From an optimization exercise on the open Yosys and OpenROAD flow, aimed at small area, a short achievable clock period and few clock cycles per item; shortcuts taken in it are not production practice.
Only simulation tests tie the RTL to the original design; equivalence was not proved.
No activity file was given, so power comes from the tool's default toggle rates.

### design.v
module sobel_stream_filter #(
  parameter int IMG_W = 224,
  parameter int IMG_H = 224,
  parameter int PIX_W = 8,
  parameter int SHIFT = 3
) (
  input  logic             fclk,
  input  logic             rst_n,
  input  logic             in_valid,
  output logic             in_ready,
  input  logic [PIX_W-1:0] in_pixel,
  input  logic             in_sof,
  output logic             out_valid,
  input  logic             out_ready,
  output logic [PIX_W-1:0] out_pixel,
  output logic             out_last,
  input  logic [1:0]       mode,
  input  logic [PIX_W+2:0] threshold
);
  localparam int CW  = (IMG_W > 1) ? $clog2(IMG_W) : 1;
  localparam int RW  = (IMG_H > 1) ? $clog2(IMG_H) : 1;
  localparam int XW  = PIX_W + 2;            
  localparam int YW  = PIX_W + 1;            
  localparam int GW  = PIX_W + 3;            
  localparam int AW  = PIX_W + 2;            
  localparam int MW  = PIX_W + 3;            
  localparam int LBN = 2 * IMG_W;            
  localparam int QN  = 6;                    
  logic             in_ready_q;
  logic             v0;
  logic [PIX_W-1:0] pix0;
  logic             sof0;
  logic [1:0]       mode0;
  logic [PIX_W+2:0] thr_q;
  assign in_ready = in_ready_q;
  always_ff @(posedge fclk) begin
    v0    <= in_valid && in_ready_q && rst_n;
    pix0  <= in_pixel;
    sof0  <= in_sof;
    mode0 <= mode;
    thr_q <= threshold;
  end
  logic [CW-1:0] col_q, col_cur;
  logic [RW-1:0] row_q, row_cur;
  logic [1:0]    mode_q;
  logic          emit, last_pix;
  assign col_cur  = sof0 ? '0 : col_q;
  assign row_cur  = sof0 ? '0 : row_q;
  assign emit     = (row_cur >= RW'(2)) && (col_cur >= CW'(2));
  assign last_pix = (row_cur == RW'(IMG_H - 1)) && (col_cur == CW'(IMG_W - 1));
  always_ff @(posedge fclk) begin
    if (!rst_n) begin
      col_q  <= '0;
      row_q  <= '0;
      mode_q <= '0;
    end else if (v0) begin
      if (sof0) mode_q <= mode0;
      if (col_cur == CW'(IMG_W - 1)) begin
        col_q <= '0;
        row_q <= (row_cur == RW'(IMG_H - 1)) ? '0 : row_cur + RW'(1);
      end else begin
        col_q <= col_cur + CW'(1);
        row_q <= row_cur;
      end
    end
  end
  logic [LBN*PIX_W-1:0] lb;
  logic [PIX_W-1:0]     pa, pb, pc;    
  assign pc = pix0;
  assign pb = lb[(IMG_W-1)*PIX_W +: PIX_W];
  assign pa = lb[(LBN-1)*PIX_W +: PIX_W];
  always_ff @(posedge fclk) begin
    if (v0) lb <= {lb[(LBN-1)*PIX_W-1:0], pix0};
  end
  logic        [XW-1:0] x0, x1, x2;
  logic signed [YW-1:0] y0, y1, y2;
  always_ff @(posedge fclk) begin
    if (v0) begin
      x0 <= XW'(pa) + (XW'(pb) << 1) + XW'(pc);
      y0 <= {1'b0, pc} - {1'b0, pa};
      x1 <= x0;
      x2 <= x1;
      y1 <= y0;
      y2 <= y1;
    end
  end
  logic       vA, lastA;
  logic [1:0] modeA;
  always_ff @(posedge fclk) begin
    if (!rst_n) begin
      vA <= 1'b0;
    end else begin
      vA <= v0 && emit;
    end
    lastA <= last_pix;
    modeA <= mode_q;
  end
  logic signed [GW-1:0] gxB, gyB;
  logic                 vB, lastB;
  logic [1:0]           modeB;
  always_ff @(posedge fclk) begin
    if (!rst_n) begin
      vB <= 1'b0;
    end else begin
      vB <= vA;
    end
    gxB   <= {1'b0, x0} - {1'b0, x2};
    gyB   <= {{2{y0[YW-1]}}, y0} + {y1[YW-1], y1, 1'b0} + {{2{y2[YW-1]}}, y2};
    lastB <= lastA;
    modeB <= modeA;
  end
  logic [AW-1:0]    ax, ay;
  logic [MW-1:0]    mag, sel;
  logic [PIX_W-1:0] res;
  assign ax  = AW'(gxB[GW-1] ? -gxB : gxB);
  assign ay  = AW'(gyB[GW-1] ? -gyB : gyB);
  assign mag = MW'(ax) + MW'(ay);
  always_comb begin
    case (modeB)
      2'd2:    sel = MW'(ax);
      2'd3:    sel = MW'(ay);
      default: sel = mag;
    endcase
    if (modeB == 2'd1)
      res = (mag >= MW'(thr_q)) ? '1 : '0;
    else
      res = ((sel >> SHIFT) > MW'((1 << PIX_W) - 1)) ? '1 : sel[SHIFT +: PIX_W];
  end
  logic [QN-1:0] qv;                  
  logic [PIX_W:0] qd [0:QN-1];
  logic          pop;
  assign pop = qv[0] && out_ready;
  always_ff @(posedge fclk) begin
    if (!rst_n) begin
      qv <= '0;
    end else begin
      for (int i = 0; i < QN; i++) begin
        if (pop) begin
          if (i + 1 < QN && qv[i + 1]) qv[i] <= 1'b1;
          else if (vB && qv[i])        qv[i] <= 1'b1;
          else                         qv[i] <= 1'b0;
        end else begin
          if (vB && !qv[i] && (i == 0 || qv[i - 1])) qv[i] <= 1'b1;
        end
      end
    end
  end
  always_ff @(posedge fclk) begin
    for (int i = 0; i < QN; i++) begin
      if (pop) begin
        if (i + 1 < QN && qv[i + 1]) qd[i] <= qd[i + 1];
        else if (qv[i])              qd[i] <= {lastB, res};
      end else begin
        if (!qv[i] && (i == 0 || qv[i - 1])) qd[i] <= {lastB, res};
      end
    end
  end
  assign out_valid = qv[0];
  assign out_pixel = qd[0][PIX_W-1:0];
  assign out_last  = qd[0][PIX_W];
  logic [2:0] k;
  assign k = 3'(v0) + 3'(vA) + 3'(vB) + 3'(in_ready_q);
  always_ff @(posedge fclk) begin
    if (!rst_n) in_ready_q <= 1'b1;
    else        in_ready_q <= (k <= 3'(QN - 1)) && !qv[QN - 1 - k];
  end
endmodule
### config.mk
export PLATFORM = sky130hd
export DESIGN_NAME = sobel_stream_filter
export DESIGN_NICKNAME = sobel_stream_filter
export VERILOG_FILES = /design/flow/design.v
export SDC_FILE = /design/flow/constraint.sdc
export NUM_CORES = 4
export LEC_CHECK = 0
export ABC_CLOCK_PERIOD_IN_PS = 2500
export CAP_MARGIN = 20
export CORE_MARGIN = 2
export CORE_UTILIZATION = 50
export SETUP_SLACK_MARGIN = 5
export SLEW_MARGIN = 20
### run.sh
#!/bin/bash
# synth_recipe.tcl (not shown) runs the flow's synth.tcl, then flattens the netlist and writes it again
# the make line also repeats each setting of config.mk as NAME=value (left out here)
make -C /OpenROAD-flow-scripts/flow DESIGN_CONFIG=/design/flow/config.mk WORK_HOME=/design/flow/orfs CLKGATE_MAP_FILE= SYNTH_SCRIPT=/design/flow/synth_recipe.tcl finish
### constraint.sdc
create_clock -name core_clock -period 10.0 [get_ports {fclk}]
set_input_delay 2.0000 -clock core_clock [delete_from_list [all_inputs] [get_ports {fclk}]]
set_output_delay 2.0000 -clock core_clock [all_outputs]
set_load 0.01 [all_outputs]
==> summary.txt <==
MaxCap Viol Count = 0
EDFF count, synth = 3,692
Worst setup SP type = flip-flop
Std-Cell Rows = 177
most common cell after layout, fill and taps aside = edfxtp_1
Critical R2R Launch = gxB[0]
Final Cycle Share = 47.1%
Reg clk slew, reported paths = 0.06 ns
Slew @ Worst Pin = 1.13 ns
fill count = 16,300
power consumption = 32.0 mW
largest buffer count on any clock path = 4
post-synthesis cell type count = 57
Final ANT Viol Nets = 0
cts bufs inserted = 374
vias per inst = 4.89
Root Buffer = clkbuf_16
first-pass GRT wire length = 223,000 microns
Mapped Cells = 4,416
xor and xnor area share after synthesis = 0.364%
Fin. Hold Viols = 0
R2R setup slack = 5.29 ns
vias = 40,400
Setup crit start = gxB[0]
post-DR wirelength/cell = 17.2 microns
kind of critical path = reg -> reg
most frequent cells in the layout = 3,692 x edfxtp_1, 378 x clkbuf_16, 77 x inv_1
Max Fanout on Critical Path = 7
Clock Sink Count = 3,769
outcome = no timing/DRC/antenna violations
Yosys reg bits = 3,769
Post-route DRC = 0
synth warn = 6
compound-gate portion of the synthesized area = 0.938%
crit path cell chain = inv_1 -> ha_1 -> or4b_4 -> o41ai_4 -> xor2_2 -> inv_1 -> ha_1 -> a21oi_1 -> nand2_1 -> xor2_1 -> ha_1 -> or4_1 -> o21ai_4 -> buf_4 -> o211ai_1 -> mux2_2
DIE AREA = 0.238 sq mm
worst rel slew slack = 24.7%
Die W = 488 microns
sequential area share after synthesis = 96.0%
Worst VDD drop = 0.166 mV
Setup Skew = 0.0526 ns
area leader, netlist = edfxtp_1
crit path DAT = 5.39 ns
core area = 0.233 sq mm
GRT Total Usage = 11.8%
end of the worst register-to-register path = qd[0][0]
top cell type's share of synthesized area = 94.7%
Max Freq = 212 MHz
Skew-Pair Late Insertion Delay = 0.95 ns
I/O Buffers = 36
Post-CTS Hold Fix Bufs = 0
post-synthesis adder-cell area fraction = 1.07%
Synth Cell Area = 0.117 sq mm
top_reg_cell synth = edfxtp_1
area delta synth->final = 13.9%
IO Count = 37
synthesized net count = 4,529
worst setup path end = qd[0][0]
cell repeated most along the worst path = ha_1
CP Capture Type = flip-flop
initial detailed-routing violation count = 3,895
RSZ-0062 raised after global routing = false
slowest stage cell, crit path = or4_1
Tmin final = 4.71 ns
leakage = 33.1 nW
die span in y = 488 microns
NumNets Final = 4,966
largest cells by area after synthesis = edfxtp_1 95%, dfxtp_1 1.3%, ha_1 0.69%, mux2_2 0.38%, fa_1 0.38%
largest net degree at the start of global routing = 209
setup TNS = 0 ns
vias in the first global route = 39,400
CTS tree = built
CP Data Required Time = 10.68 ns
Avg Cell Area, Syn = 26.5 sq um
Initial Util = 50.3%
r2r worst-path depth = 16
share of cells above drive strength 1 = 12.1%
first drt pass iteration count = 4
H-tree depth = 5
main combinational cell family by area after synthesis = adder cells
Post-Synth Simple-Gate Area = 0.827%
mux cell area share after synthesis = 0.472%
post-DP HPWL = 65,200 microns
hold slack = 0.329 ns
setup violators final = 0
routed wire length = 142,000 microns
Worst Hold Class = reg -> reg
delay of the slowest critical-path stage = 0.54 ns
antenna violations before repair = 12
gpl congestion = 0.752
FFs w/ async S/R, synth = 0%
remaining global-route overflow = 0
pwr/cell area = 240 mW/mm^2
Slew Limit Fails = 0
==> state kept, by name, indices dropped and copies added, names as in the netlist, 9 cells and up <==
signal	cells
y2	9
lb	3584
gxB	11
y1	9
thr_q	11
x1	9
x0	9
x2	9
y0	9
qd	54
gyB	10
==> layout make-up <==
| class | count | area (sq um) | area share [%] |
|---|---|---|---|
| inverters | 77 | 289 | 0.217 |
| well taps | 3132 | 3920 | 2.94 |
| clock buffers | 446 | 9730 | 7.30 |
| diodes | 2 | 5.00 | 0.00375 |
| clock inverters | 202 | 1770 | 1.32 |
| flip-flops and latches | 3769 | 112000 | 84.3 |
| multi-input cells | 546 | 4370 | 3.28 |
| repair buffers | 85 | 881 | 0.660 |
==> how the worst min path moves through the flow <==
| stage | start | endpoint | slack, ns | cells past startpoint |
|---|---|---|---|---|
| 2_1_floorplan | lastA | lastB | 0.31 | 0 |
| 3_3_place_gp | lastA | lastB | 0.31 | 0 |
| 3_5_place_dp | lastA | lastB | 0.32 | 0 |
| 4_1_cts | lastA | lastB | 0.33 | 0 |
| 5_1_grt | modeA[0] | modeB[0] | 0.34 | 0 |
| 6_report | lastA | lastB | 0.33 | 0 |
==> metrics by stage <==
step                utilization, %  instance area [sq um]  std cells  setup slack [ns]
CTS                           57.3                 133000       8252              5.05
global placement              52.3                 122000       7603              4.73
global route                  57.3                 133000       8258              5.05
detailed placement            52.3                 122000       7603              4.61
floorplan                        -                 117000       4416            -18.25
finish                        57.3                 133000       8259              5.29
==> routing by layer <==
metal | vias to the layer above | track usage [%] | share of wire, %
met5 | - | 0 | 0.0092
met4 | 2 | 4.64 | 2.7
met3 | 305 | 2.96 | 4.9
met2 | 720 | 14.3 | 39
met1 | 20800 | 20.1 | 53
li1 | 18500 | - | -
==> cells by family after synthesis <==
family,Yosys count
flip-flops,3769
AO/OA/AOI/OAI,167
multiplexers,49
adder cells (fa/ha/maj),87
XOR/XNOR,47
AND/OR/NAND/NOR,196
buffers and inverters,101
==> what timing repair did <==
action / in CTS / in global routing
setup endpoints to repair: 48 / 45
resized for setup: 5 / 10
pin swaps: 1 / 2
gates cloned: 0 / 0
buffers inserted: 1 / 4
==> synth_stat cells (6+ instances only) <==
master    instances
a21boi_0          7
a21o_1           17
a21oi_1          44
a31oi_1           7
and2_1            6
and3_1           14
clkbuf_1         24
dfxtp_1          77
edfxtp_1       3692
fa_1             22
ha_1             65
inv_1            77
mux2_2           40
mux2i_1           8
nand2_1          50
nand2b_1         14
nand3_1          13
nor2_1           56
nor2b_1          12
nor3_1            8
nor4_1            7
o21a_1            6
o21ai_0          42
o31ai_1          10
xnor2_1          29
xor2_1           16
==> where the power goes <==
part,leakage [nW],internal (mW),total (mW),switching (mW)
Sequential,24.8,17.5,17.6,0.0804
Clock,5.65,7.68,13.1,5.46
Combinational,2.70,0.481,1.28,0.795
==> critical path: cells and delay by family (launching register included) <==
family	cells	cell delay, ns
AND/OR/NAND/NOR	3	1.15
AO/OA/AOI/OAI	4	0.96
adder cells (fa/ha/maj)	3	0.74
buffers and inverters	3	0.45
XOR/XNOR	2	0.44
multiplexers	1	0.36
flip-flops	1	0.35
Testbench counts, summed over its fixed seeds: cycles 401,428, pixels 394,272.

## separate check: timing with driven ports
How much do the figures lean on ideal ports? The routed layout below was timed once more, with nothing changed but the port constraints.
Step 1 assumes that a clkbuf_16 drives the clock port and a buf_2 every other input.
Step 2 adds t to the input delays and takes it off the output delays; t is the mean of the earliest and latest rising clock arrival at the registers after step 1. Input paths then give back, and output paths get back, about the clock's delay inside the block.
Three values: ideal, step 1, step 2; two values: the first two.
t, ns: 1.010
slack for setup (ns): 5.293 / 5.293 / 5.293
latest minus earliest clock arrival (ns): 0.060 / 0.060
After both steps setup and hold are still met in this run. The setup slack of this run moves by 0.000 ns with the drivers and by 0.000 ns with both steps.
